What follows belongs to an exercise in optimizing a design on an open flow for small area and a short achievable clock period; a production flow would make more cautious choices. Function was checked by simulation only, so behaviour that the tests miss may differ from the original. Power and IR drop assume default switching activity.

==> flow/design.v <==
module btb_top (
    input  logic        CLK,
    input  logic        RST,
    input  logic        lookup_en,
    input  logic [31:0] lookup_pc,
    output logic        pred_hit,
    output logic        pred_taken,
    output logic [31:0] pred_target,
    input  logic        update_en,
    input  logic [31:0] update_pc,
    input  logic        update_taken,
    input  logic [31:0] update_target,
    input  logic        update_mispredict,
    input  logic        flush_all,
    output logic [15:0] lookup_count,
    output logic [15:0] mispredict_count
);
    branch_target_predictor #(.ENTRIES(16), .CNT_W(2), .STAT_W(16)) u_btb (
        .CLK(CLK),
        .RST(RST),
        .lookup_en(lookup_en),
        .lookup_pc(lookup_pc),
        .pred_hit(pred_hit),
        .pred_taken(pred_taken),
        .pred_target(pred_target),
        .update_en(update_en),
        .update_pc(update_pc),
        .update_taken(update_taken),
        .update_target(update_target),
        .update_mispredict(update_mispredict),
        .flush_all(flush_all),
        .lookup_count(lookup_count),
        .mispredict_count(mispredict_count)
    );
endmodule

module branch_target_predictor #(
    parameter int ENTRIES = 16,
    parameter int CNT_W   = 2,
    parameter int STAT_W  = 32
) (
    input  logic              CLK,
    input  logic              RST,
    input  logic              lookup_en,
    input  logic [31:0]       lookup_pc,
    output logic              pred_hit,
    output logic              pred_taken,
    output logic [31:0]       pred_target,
    input  logic              update_en,
    input  logic [31:0]       update_pc,
    input  logic              update_taken,
    input  logic [31:0]       update_target,
    input  logic              update_mispredict,
    input  logic              flush_all,
    output logic [STAT_W-1:0] lookup_count,
    output logic [STAT_W-1:0] mispredict_count
);
    localparam int IDX_W = $clog2(ENTRIES);
    localparam int TAG_W = 32 - IDX_W - 2;
    localparam logic [CNT_W-1:0] CNT_WEAK = CNT_W'(1) << (CNT_W - 1);
    logic [ENTRIES-1:0] valid;
    logic [TAG_W-1:0]   tags    [ENTRIES];
    logic [31:0]        targets [ENTRIES];
    logic [CNT_W-1:0]   cnts    [ENTRIES];
    logic [IDX_W-1:0] lk_idx;
    logic [TAG_W-1:0] lk_tag;
    logic [IDX_W-1:0] up_idx;
    logic [TAG_W-1:0] up_tag;
    logic             up_hit;
    logic             up_act;
    assign lk_idx = lookup_pc[IDX_W+1:2];
    assign lk_tag = lookup_pc[31:IDX_W+2];
    assign up_idx = update_pc[IDX_W+1:2];
    assign up_tag = update_pc[31:IDX_W+2];
    logic [ENTRIES-1:0] lk_dec;
    logic [31:0]        rd_target;
    logic               rd_cnt;
    always_comb begin
        pred_hit  = 1'b0;
        rd_cnt    = 1'b0;
        rd_target = '0;
        for (int i = 0; i < ENTRIES; i++) begin
            lk_dec[i] = (lk_idx == IDX_W'(i));
            pred_hit  = pred_hit | (lk_dec[i] && valid[i] && (tags[i] == lk_tag));
            rd_cnt    = rd_cnt | (lk_dec[i] & cnts[i][CNT_W-1]);
            rd_target = rd_target | ({32{lk_dec[i]}} & targets[i]);
        end
        pred_taken  = pred_hit & rd_cnt;
        pred_target = {32{pred_hit}} & rd_target;
    end
    logic [TAG_W-1:0] up_rd_tag;
    logic             up_rd_valid;
    always_comb begin
        up_rd_tag   = '0;
        up_rd_valid = 1'b0;
        for (int i = 0; i < ENTRIES; i++) begin
            up_rd_tag   = up_rd_tag   | ({TAG_W{up_idx == IDX_W'(i)}} & tags[i]);
            up_rd_valid = up_rd_valid | ((up_idx == IDX_W'(i)) & valid[i]);
        end
    end
    assign up_hit = up_rd_valid && (up_rd_tag == up_tag);
    assign up_act = update_en && !flush_all;
    always_ff @(posedge CLK or posedge RST) begin
        if (RST)
            valid <= '0;
        else if (flush_all)
            valid <= '0;
        else if (update_en && update_taken)
            valid[up_idx] <= 1'b1;
    end
    always_ff @(posedge CLK) begin
        if (up_act && update_taken) begin
            tags[up_idx]    <= up_tag;
            targets[up_idx] <= update_target;
        end
    end
    logic [CNT_W-1:0] up_cnt;
    logic [CNT_W-1:0] up_cnt_nxt;
    logic             up_cnt_we;
    always_comb begin
        up_cnt = '0;
        for (int i = 0; i < ENTRIES; i++)
            up_cnt = up_cnt | ({CNT_W{up_idx == IDX_W'(i)}} & cnts[i]);
        up_cnt_we  = up_act && (up_hit || update_taken);
        up_cnt_nxt = up_cnt;
        if (!up_hit)
            up_cnt_nxt = CNT_WEAK;
        else if (update_taken) begin
            if (up_cnt != '1)
                up_cnt_nxt = up_cnt + CNT_W'(1);
        end else if (up_cnt != '0)
            up_cnt_nxt = up_cnt - CNT_W'(1);
    end
    always_ff @(posedge CLK) begin
        if (up_cnt_we)
            cnts[up_idx] <= up_cnt_nxt;
    end
    always_ff @(posedge CLK or posedge RST) begin
        if (RST) begin
            lookup_count     <= '0;
            mispredict_count <= '0;
        end else begin
            if (lookup_en && (lookup_count != '1))
                lookup_count <= lookup_count + STAT_W'(1);
            if (update_en && update_mispredict && (mispredict_count != '1))
                mispredict_count <= mispredict_count + STAT_W'(1);
        end
    end
endmodule
Settings: LEC_CHECK=0, CAP_MARGIN=20, CORE_MARGIN=2, CORE_UTILIZATION=55, SETUP_SLACK_MARGIN=2.0, SLEW_MARGIN=20; clock period 7.0 ns.
standard.sh (not shown) runs the stock make flow with config.mk's settings and CLKGATE_MAP_FILE= SYNTH_SCRIPT=/design/flow/synth_recipe.tcl, a recipe that flattens the netlist after the stock synthesis.
==> flow/flow/run.sh <==
#!/bin/bash
bash standard.sh MATCH_CELL_FOOTPRINT=0 'CTS_ARGS=-sink_clustering_enable -repair_clock_nets -sink_clustering_size 16 -sink_clustering_max_diameter 80 -buf_list sky130_fd_sc_hd__clkbuf_8 -dont_use_dummy_load' 'BUFFER_PORTS_ARGS=-buffer_cell sky130_fd_sc_hd__buf_1' 'GLOBAL_PLACEMENT_ARGS=-timing_driven_net_weight_max 5 -timing_driven_nets_percentage 20' finish > standard.log 2>&1
Next try:
==> flow/flow/run.sh (replaced) <==
#!/bin/bash
bash standard.sh MATCH_CELL_FOOTPRINT=0 'CTS_ARGS=-sink_clustering_enable -repair_clock_nets -sink_clustering_size 12 -sink_clustering_max_diameter 60 -buf_list sky130_fd_sc_hd__clkbuf_8 -dont_use_dummy_load' 'BUFFER_PORTS_ARGS=-buffer_cell sky130_fd_sc_hd__buf_1' 'GLOBAL_PLACEMENT_ARGS=-timing_driven_net_weight_max 10 -timing_driven_nets_percentage 30' finish > standard.log 2>&1
- GPL_ROUTABILITY_DRIVEN: default -> 0
=>
- worst setup slack gains 0.026 ns
- design area hardly moves
- routed wire length barely changes
Next try:
- GPL_ROUTABILITY_DRIVEN: 0 -> default
- SETUP_SLACK_MARGIN: 2.0 -> 1.8
=> Area after synthesis is unchanged; worst setup slack is worse by 0.21 ns; non-clock buffer count went down by 32; design area went down by about 3.3%; routed wire length stays flat; via count went down by 1.6%.
Next try:
==> flow/flow/run.sh (replaced) <==
#!/bin/bash
bash standard.sh MATCH_CELL_FOOTPRINT=0 'CTS_ARGS=-sink_clustering_enable -repair_clock_nets -sink_clustering_size 30 -sink_clustering_max_diameter 100 -buf_list sky130_fd_sc_hd__clkbuf_16 -dont_use_dummy_load' 'BUFFER_PORTS_ARGS=-buffer_cell sky130_fd_sc_hd__buf_1' finish > standard.log 2>&1
- SETUP_SLACK_MARGIN: 1.8 -> 2.0
The new run completed without violations. Core utilization barely changes. Synthesized cell count stays the same. Clock skew increases by 0.041 ns. Wire length decreases by 3.8%. Sequential power barely changes. Setup slack gets better by 0.069 ns.
Next try:
==> flow/flow/run.sh (replaced) <==
#!/bin/bash
bash standard.sh MATCH_CELL_FOOTPRINT=0 'CTS_ARGS=-sink_clustering_enable -repair_clock_nets -sink_clustering_size 16 -sink_clustering_max_diameter 80 -buf_list sky130_fd_sc_hd__clkbuf_8 -dont_use_dummy_load' 'BUFFER_PORTS_ARGS=-buffer_cell sky130_fd_sc_hd__buf_1' finish > standard.log 2>&1
- SETUP_SLACK_MARGIN: 2.0 -> 0.5
=> Cell count hardly moves; combinational power decreases by about 4%; wire length went down by 0.84%; clock skew came out lower by 0.033 ns; final area goes down by 1.9%; setup slack degrades by 0.58 ns; total power falls by 1.6%.

==> static timing again, ports no longer ideal <==
In the flow no input, the clock included, has a driving cell. The finished layouts below were timed again as built, in two steps. Step 1, drivers: a clkbuf_16 drives CLK and a buf_2 each remaining input, both assumed. Step 2 adds t to the input delays and takes it off the output delays; t is the mean of the earliest and latest rising clock arrival at the registers after step 1. Input paths then give back, and output paths get back, about the clock's delay inside the block. Slacks: no drivers / after step 1 / after step 2; pairs: no drivers / after step 1.
run | t, ns | setup slack, ns | hold slack, ns | worst register clock-pin slew, ns | worst slew at a driven data input, ns
the first run | 0.763 | 1.570 / 1.525 / 1.313 | 0.506 / 0.506 / 0.506 | 0.11 / 0.11 | 0.12
the second run | 0.790 | 1.597 / 1.556 / 1.315 | 0.493 / 0.493 / 0.493 | 0.10 / 0.10 | 0.12
the third run | 0.792 | 1.384 / 1.319 / 1.076 | 0.492 / 0.492 / 0.492 | 0.10 / 0.10 | 0.12
the fourth run | 0.672 | 1.453 / 1.427 / 1.336 | 0.493 / 0.493 / 0.493 | 0.12 / 0.12 | 0.12
the fifth run | 0.766 | 0.877 / 0.788 / 0.788 | 0.502 / 0.502 / 0.502 | 0.12 / 0.12 | 0.10
After both steps every run listed still meets setup and hold. The setup slack of the third run, which loses most, moves by -0.065 ns with the drivers and by -0.308 ns with both steps.
